This design comes from an exercise in tuning for small area, a short achievable clock period and few clock cycles per item on the open sky130 flow, not from production work.
Only simulation tests tie the RTL to the original design; equivalence was not proved.
No activity file was given, so power comes from the tool's default toggle rates.

job 5824:
// linear_chirp_period_generator
module linear_chirp_period_generator #(
  parameter int TIMER_CLOCK_HZ = 168000000,
  parameter int STEP_US        = 10
) (
  input  logic                          clk,
  input  logic                          rst_n,
  input  logic                          cfg_we,
  input  lcpg_pkg::cfg_idx_t            cfg_index,
  input  logic [lcpg_pkg::FREQ_W-1:0]   cfg_data,
  input  logic                          in_valid,
  output logic                          in_stall,
  input  logic                          in_restart,
  output logic                          out_valid,
  input  logic                          out_stall,
  output logic [lcpg_pkg::RELOAD_W-1:0] out_reload_value,
  output logic [lcpg_pkg::RELOAD_W-2:0] out_compare_value,
  output logic [lcpg_pkg::IDX_W-1:0]    out_step_number,
  output logic                          out_last_step
);
  localparam int NQ   = 16;
  localparam int ND   = NQ / 2;
  localparam int CK_W = $clog2(TIMER_CLOCK_HZ + 1);
  localparam logic [CK_W-1:0] CK = CK_W'(TIMER_CLOCK_HZ);
  localparam int F3_W = FREQ_W + 2;
  localparam int SQ   = 14;
  localparam int SU_N = SQ / 2;
  localparam int G_W  = DUR_W;
  localparam int C_LOAD = 1;
  localparam int C_DIV0 = 2;
  localparam int C_HRN  = C_DIV0 + SU_N;
  localparam int C_FIN  = C_HRN + 1;
  localparam logic [FREQ_W-1:0] FMIN = FREQ_W'(FREQ_MIN_HZ);
  localparam logic [FREQ_W-1:0] FMAX = FREQ_W'(FREQ_MAX_HZ);
  function automatic int rem_w(input int i);
    rem_w = FREQ_W;
    for (int b = FREQ_W; b >= 1; b--) begin
      if ((TIMER_CLOCK_HZ >> i) < (1 << b)) rem_w = b;
    end
  endfunction
  logic [FREQ_W-1:0] start_freq_r;
  logic [FREQ_W-1:0] stop_freq_r;
  logic [DUR_W-1:0]  duration_r;
  logic              su_busy_r;
  logic [4:0]        su_cnt_r;
  logic [IDX_W-1:0]  i_r;            
  logic [FREQ_W-1:0] x_r;            
  logic [F3_W-1:0]   x3_r;           
  logic [G_W+1:0]    d3_r;           
  logic [FREQ_W-1:0] lo_r;           
  logic [FREQ_W-1:0] hi_r;           
  logic [FREQ_W-1:0] f_r;            
  logic [IDX_W-1:0]  delta_r;        
  logic [G_W-1:0]    g_r;            
  logic              z_r;            
  ...
==> flow/config.mk <==
export PLATFORM = sky130hd
export DESIGN_NAME = linear_chirp_period_generator
export DESIGN_NICKNAME = linear_chirp_period_generator
export VERILOG_FILES = /design/flow/design.v
export SDC_FILE = /design/flow/constraint.sdc
export NUM_CORES = 4
export LEC_CHECK = 0
export CAP_MARGIN = 20
export CORE_MARGIN = 2
export CORE_UTILIZATION = 40
export PLACE_DENSITY = 0.8
export SETUP_SLACK_MARGIN = 3.6
export SLEW_MARGIN = 20
==> flow/constraint.sdc <==
create_clock -name core_clock -period 7.0 [get_ports {clk}]
set_input_delay 1.4000 -clock core_clock [delete_from_list [all_inputs] [get_ports {clk}]]
set_output_delay 1.4000 -clock core_clock [all_outputs]
set_load 0.01 [all_outputs]
run.sh (not shown) runs the stock make flow with config.mk's settings and CLKGATE_MAP_FILE= SYNTH_SCRIPT=/design/flow/synth_recipe.tcl, a recipe that flattens the netlist after the stock synthesis.
Job 5824 completed every stage of the flow, and the final layout passed the timing, design-rule and antenna checks.
Testbench counts of job 5824, summed over its fixed seeds: cycles 4,032, items 2,688.
Changes in job 1724 relative to job 5824:
- CORE_UTILIZATION now 55, was 40
### Flow results
Job 1724 | status: complete | timing, DRC, antenna: pass. Summary of job 1724 over job 5824: fraction of power consumed by the clock network moved up, proportion of synthesized area in mux cells level. Job 1724 vs job 5824, proportion of cell area occupied by multi-input gates went up by 0.22 points. Job 5824 and job 1724 ended up with nearly the same combinational share of power. Diff job 5824 -> job 1724: final weighted congestion of routability-driven global placement up 0.73%, minimum clock period up 0.14 ns. Total power went up slightly going from job 5824 to job 1724.
Here is what was changed in the inputs of job 3164 compared with job 1724.
- CORE_UTILIZATION changed from 55 to 40
- SETUP_SLACK_MARGIN changed from 3.6 to 3.4
- PLACE_DENSITY removed (was 0.8)
Findings:
- In the metrics for job 1724 and job 3164, the one carrying the higher cell area is job 1724.
- Setup slack on the worst flop-to-flop path in job 3164 is 0.16 ns above job 1724.
- Delta (job 3164 minus job 1724): die boundary width increased by 17% relative to the old numbers; worst setup margin climbed 0.16 ns; sequential power moved down; number of global-route vias before repair -3297; combinational power went down by about 10%.

---

== the reference run ==
Another version of the RTL of linear_chirp_period_generator (not shown whole).
Size: roughly 6500 cells after synthesis, about 60000 µm² of cells after synthesis.
make LEC_CHECK=0 CAP_MARGIN=30 CORE_MARGIN=2 CORE_UTILIZATION=40 SETUP_SLACK_MARGIN=3.6 SLEW_MARGIN=30 finish   # period 7.0 ns
The reference run was carried through to the last stage, and its layout satisfied the timing, design-rule and antenna checks.
Testbench counts of the reference run, summed over its fixed seeds: cycles 4,096, items 2,688.
#### Input delta (the trial run over the reference run)
- CAP_MARGIN changed from 30 to 20
- SLEW_MARGIN changed from 30 to 20
- SETUP_SLACK_MARGIN changed from 3.6 to 3.9
### Flow results
Result: PASS for each of the trial run and the reference run. Summary of the trial run over the reference run: combinational power shows an increase of 19%, total length of routed wires shows an increase of 12000 µm. Sort the trial run and the reference run by buffer count excluding the clock tree in the final layout, descending, and the trial run comes first. Power of the sequential group across the trial run and the reference run: no real change. Between the trial run and the reference run, it is the trial run whose fraction of power consumed by the clock network is lower, by 0.3 points. Share of the clock period used by the worst path after layout for the trial run is higher than for the reference run. Compared to the reference run, the trial run has cell area 5500 µm² higher. The trial run leaves less setup margin than the reference run. Synthesized area came out exactly the same in the trial run and the reference run.

---

linear_chirp_period_generator, a different RTL version from the one above (not shown whole).
For scale: about 4400 cells after synthesis, ~78 I/O pins, ~0.041 mm² of cells after synthesis.
clock: 7.0 ns
lec_check: 0
cap_margin: 20
core_margin: 2
core_utilization: 60
setup_slack_margin: 1.5
slew_margin: 20
Testbench counts at the start, summed over its fixed seeds: cycles 3,968, items 2,688.
Rerun with:
- CORE_UTILIZATION: 60 -> 40
- SETUP_SLACK_MARGIN: 1.5 -> 3.5
Worst setup slack gains 0.16 ns.
Die area went up by 49%.
Global-route usage went down by 9.6 points.
Utilization went down by 18 points.
Sequential share of layout area went down by 2.5 points.
Count of clock-buffer cells in the layout went down by 7.
Cell area went up by 11%.
Synthesized area stays the same.
Rerun with:
- SETUP_SLACK_MARGIN: 3.5 -> 2.0
What happened: Fmax barely changes; critical path depth climbs by 1; register-to-register slack barely changes; routed wire length barely changes; die area is unchanged; total power drops by 3.4%; clock skew climbs by 0.0079 ns; synthesized cell count does not change; synthesized area is unchanged.

---

run A:
linear_chirp_period_generator, a different RTL version from the one above (not shown whole).
Size in the first run: about 6200 cells after synthesis, ~820 flip-flops, about 56000 um2 of cells after synthesis.
==> flow/design.v (excerpt) <==
module linear_chirp_period_generator #(
  parameter int TIMER_CLOCK_HZ = 168000000,
  parameter int STEP_US        = 10
) (
  input  logic                          clk,
  input  logic                          rst_n,
  input  logic                          cfg_we,
  input  lcpg_pkg::cfg_idx_t            cfg_index,
  input  logic [lcpg_pkg::FREQ_W-1:0]   cfg_data,
  input  logic                          in_valid,
  output logic                          in_stall,
  input  logic                          in_restart,
  output logic                          out_valid,
  input  logic                          out_stall,
  output logic [lcpg_pkg::RELOAD_W-1:0] out_reload_value,
  output logic [lcpg_pkg::RELOAD_W-2:0] out_compare_value,
  output logic [lcpg_pkg::IDX_W-1:0]    out_step_number,
  output logic                          out_last_step
);
Settings: LEC_CHECK=0, CAP_MARGIN=20, CORE_MARGIN=2, CORE_UTILIZATION=40, SETUP_SLACK_MARGIN=3.2, SLEW_MARGIN=20; clock period 7.0 ns.
Testbench counts of run A, summed over its fixed seeds: cycles 4,032, items 2,688.
The following lists how run B was set up differently from run A:
- SETUP_SLACK_MARGIN: 3.2 -> 3.0
==> summary.txt <==
- Relative to run A, total power of the final layout decreased by 140 uW in run B.
- Cmp run B vs run A: layout-stage area growth over the synthesis result lower in run B
- Clock network fraction of total power essentially unchanged between run A and run B.
- Compared run A against run B; power attributed to combinational cells within noise.
- | clock power | run B vs run A | ≈ equal |
- Diff run A -> run B | final standard cell area without fillers | decrease of 320 um2
- Run A and run B ended up with roughly the same proportion of cell area spent on the clock network.
- Relative to run A, final clock period utilization by the worst path has increased by 3.3 points in run B.
Modified inputs, run C compared to run B
- changing SETUP_SLACK_MARGIN from 3.0 to 3.5
--- outcome ---
- Run C went all the way through the flow, and no timing, DRC or antenna check failed.
- Vias: run C above run B
- Run C vs. run B: maximum VDD drop went up by about 4%.
- Per the comparison of run C with run B, clock power ~0 delta; design area +1400 um2.

---

## fjord
Another version of the RTL of linear_chirp_period_generator (not shown whole).
Size: roughly 800 flip-flops, roughly 55000 sq um of cells after synthesis.
clock: 7.0 ns
lec_check: 0
cap_margin: 20
core_margin: 2
core_utilization: 40
setup_slack_margin: 3.65
slew_margin: 20
Testbench counts of fjord, summed over its fixed seeds: cycles 4,032, items 2,688.
Input changes introduced in cedar (baseline for comparison: fjord):
Settings: swapping 3.65 for 3.5 in SETUP_SLACK_MARGIN.
Findings:
fjord → cedar: total power down 2.3%, setup TNS comparable.
Compared with fjord, in cedar wire length of the first global-routing pass went down by 4300 microns, slew at the pin closest to its max-slew limit +0.0041 ns.
On final instance area, fjord loses to cedar.
In cedar the combinational share of power turned out 1.4 points lower than in fjord.
Sort fjord and cedar by sequential share of layout area, ascending, and fjord comes first.
Going from fjord to cedar, area of combinational cells with multiple inputs shrinks by 1.6%.
[cedar] antenna diode count fell 3 relative to fjord
Diff fjord and cedar: proportion of cell area occupied by multi-input gates higher in cedar

---

Another version of the RTL of linear_chirp_period_generator (not shown whole).
Size in the first run: ~6,000 cells after synthesis, roughly 820 flip-flops, about 54,000 um^2 of cells after synthesis.
clock: 7.0 ns
lec_check: 0
cap_margin: 20
core_margin: 2
core_utilization: 40
setup_slack_margin: 3.3
slew_margin: 20
Testbench counts at the start, summed over its fixed seeds: cycles 4,032, items 2,688.
Next try:
- SETUP_SLACK_MARGIN: 3.3 -> 3.6
Effect:
- final area goes up by a few percent
- worst hold slack gains 0.0032 ns
- power goes up by a few percent
- count of clock-buffer cells in the layout goes down by 16
- non-clock buffer count goes up by 59
- worst setup slack gains 0.038 ns
- routed wire length goes up by a few percent

---

Another version of the RTL of linear_chirp_period_generator (not shown whole).
Size: roughly 4,600 cells after synthesis, roughly 970 flip-flops, ~78 I/O pins, roughly 47,000 um2 of cells after synthesis.
## linear_chirp_period_generator
module linear_chirp_period_generator #(
  parameter int TIMER_CLOCK_HZ = 168000000,
  parameter int STEP_US        = 10
) (
  input  logic                          clk,
  input  logic                          rst_n,
  input  logic                          cfg_we,
  input  lcpg_pkg::cfg_idx_t            cfg_index,
  input  logic [lcpg_pkg::FREQ_W-1:0]   cfg_data,
  input  logic                          in_valid,
  output logic                          in_stall,
  input  logic                          in_restart,
  output logic                          out_valid,
  input  logic                          out_stall,
  output logic [lcpg_pkg::RELOAD_W-1:0] out_reload_value,
  output logic [lcpg_pkg::RELOAD_W-2:0] out_compare_value,
  output logic [lcpg_pkg::IDX_W-1:0]    out_step_number,
  output logic                          out_last_step
);
clock: 7.0 ns
lec_check: 0
cap_margin: 20
core_margin: 2
core_utilization: 40
setup_slack_margin: 4.0
slew_margin: 20
The first run produced a clean layout.
Testbench counts at the start, summed over its fixed seeds: cycles 4,992, items 2,688.
Next try:
--- a/flow/config.mk
+++ b/flow/config.mk
@@ -10,3 +10,2 @@
 export CORE_UTILIZATION = 40
-export SETUP_SLACK_MARGIN = 4.0
 export SLEW_MARGIN = 20
The changed run finished with timing, DRC and antenna clean.
Flip-flop and latch count is unchanged.
Worst hold slack barely changes.
Area after synthesis does not change.
First-iteration DRC count shrinks by 24%.

---

linear_chirp_period_generator with an RTL version that a note above also has.
Size: about 6200 cells after synthesis.
clock: 7.0 ns
lec_check: 0
cap_margin: 20
core_margin: 2
core_utilization: 40
setup_slack_margin: 3.8
slew_margin: 20
Testbench counts at the start, summed over its fixed seeds: cycles 4,032, items 2,688.
Change:
--- a/flow/config.mk
+++ b/flow/config.mk
@@ -10,3 +10,3 @@
 export CORE_UTILIZATION = 40
-export SETUP_SLACK_MARGIN = 3.8
+export SETUP_SLACK_MARGIN = 3.65
 export SLEW_MARGIN = 20
What happened: Clock skew stays flat; sequential power barely changes; routed wire length decreases by 1.9%; synthesized cell count does not change; cell count is lower by about 0.8%.

what the ideal ports hide:
Ports are ideal in the flow. The routed layouts listed here were re-timed in OpenROAD.
Step 1: set_driving_cell puts a clkbuf_16 on clk and a buf_2 on each other input, an assumption about the parent block.
Step 2 times the ports against the registers' clock, not the clock port: input delays grow and output delays shrink by t, the midpoint of the rising clock arrivals with the driver on.
Slacks: no drivers / after step 1 / after step 2; pairs: no drivers / after step 1.
run | shift t [ns] | slack for setup (ns) | clock arrival spread, ns | worst register clock-pin slew, ns | pins driven straight from the clock port
job 5824 | 0.752 | 3.153 / 3.153 / 2.980 | 0.056 / 0.056 | 0.07 / 0.07 | 1
job 1724 | 0.718 | 3.017 / 3.017 / 3.017 | 0.038 / 0.037 | 0.07 / 0.07 | 1
job 3164 | 0.770 | 3.177 / 3.177 / 3.177 | 0.049 / 0.049 | 0.07 / 0.07 | 1
the reference run | 0.805 | 3.378 / 3.378 / 3.378 | 0.048 / 0.048 | 0.07 / 0.07 | 1
the trial run | 0.818 | 3.326 / 3.326 / 3.293 | 0.039 / 0.039 | 0.07 / 0.07 | 1
the first run of note 3 | 0.665 | 1.495 / 1.495 / 1.495 | 0.020 / 0.020 | 0.07 / 0.07 | 1
the second run of note 3 | 0.704 | 1.650 / 1.650 / 1.650 | 0.030 / 0.029 | 0.07 / 0.07 | 1
the third run of note 3 | 0.724 | 1.664 / 1.664 / 1.664 | 0.034 / 0.034 | 0.07 / 0.07 | 1
run A | 0.778 | 3.329 / 3.329 / 2.945 | 0.048 / 0.048 | 0.07 / 0.07 | 1
run B | 0.780 | 3.096 / 3.096 / 2.948 | 0.046 / 0.047 | 0.07 / 0.07 | 1
run C | 0.782 | 3.487 / 3.487 / 2.955 | 0.046 / 0.047 | 0.07 / 0.07 | 1
fjord | 0.795 | 3.416 / 3.416 / 3.416 | 0.051 / 0.051 | 0.07 / 0.07 | 1
cedar | 0.784 | 3.349 / 3.349 / 3.349 | 0.044 / 0.044 | 0.07 / 0.07 | 1
the first run of note 6 | 0.783 | 3.232 / 3.232 / 3.232 | 0.036 / 0.036 | 0.07 / 0.07 | 1
the second run of note 6 | 0.797 | 3.270 / 3.270 / 3.270 | 0.050 / 0.049 | 0.08 / 0.08 | 1
the first run of note 7 | 0.751 | 2.713 / 2.713 / 2.713 | 0.058 / 0.058 | 0.06 / 0.06 | 1
the second run of note 7 | 0.748 | 1.305 / 1.305 / 1.305 | 0.035 / 0.035 | 0.07 / 0.07 | 1
the first run of note 8 | 0.786 | 3.554 / 3.554 / 3.513 | 0.082 / 0.083 | 0.07 / 0.07 | 1
the second run of note 8 | 0.766 | 3.608 / 3.608 / 3.431 | 0.086 / 0.087 | 0.07 / 0.07 | 1
After both steps every run listed still meets setup and hold. The setup slack of run C, which loses most, moves by 0.000 ns with the drivers and by -0.532 ns with both steps.
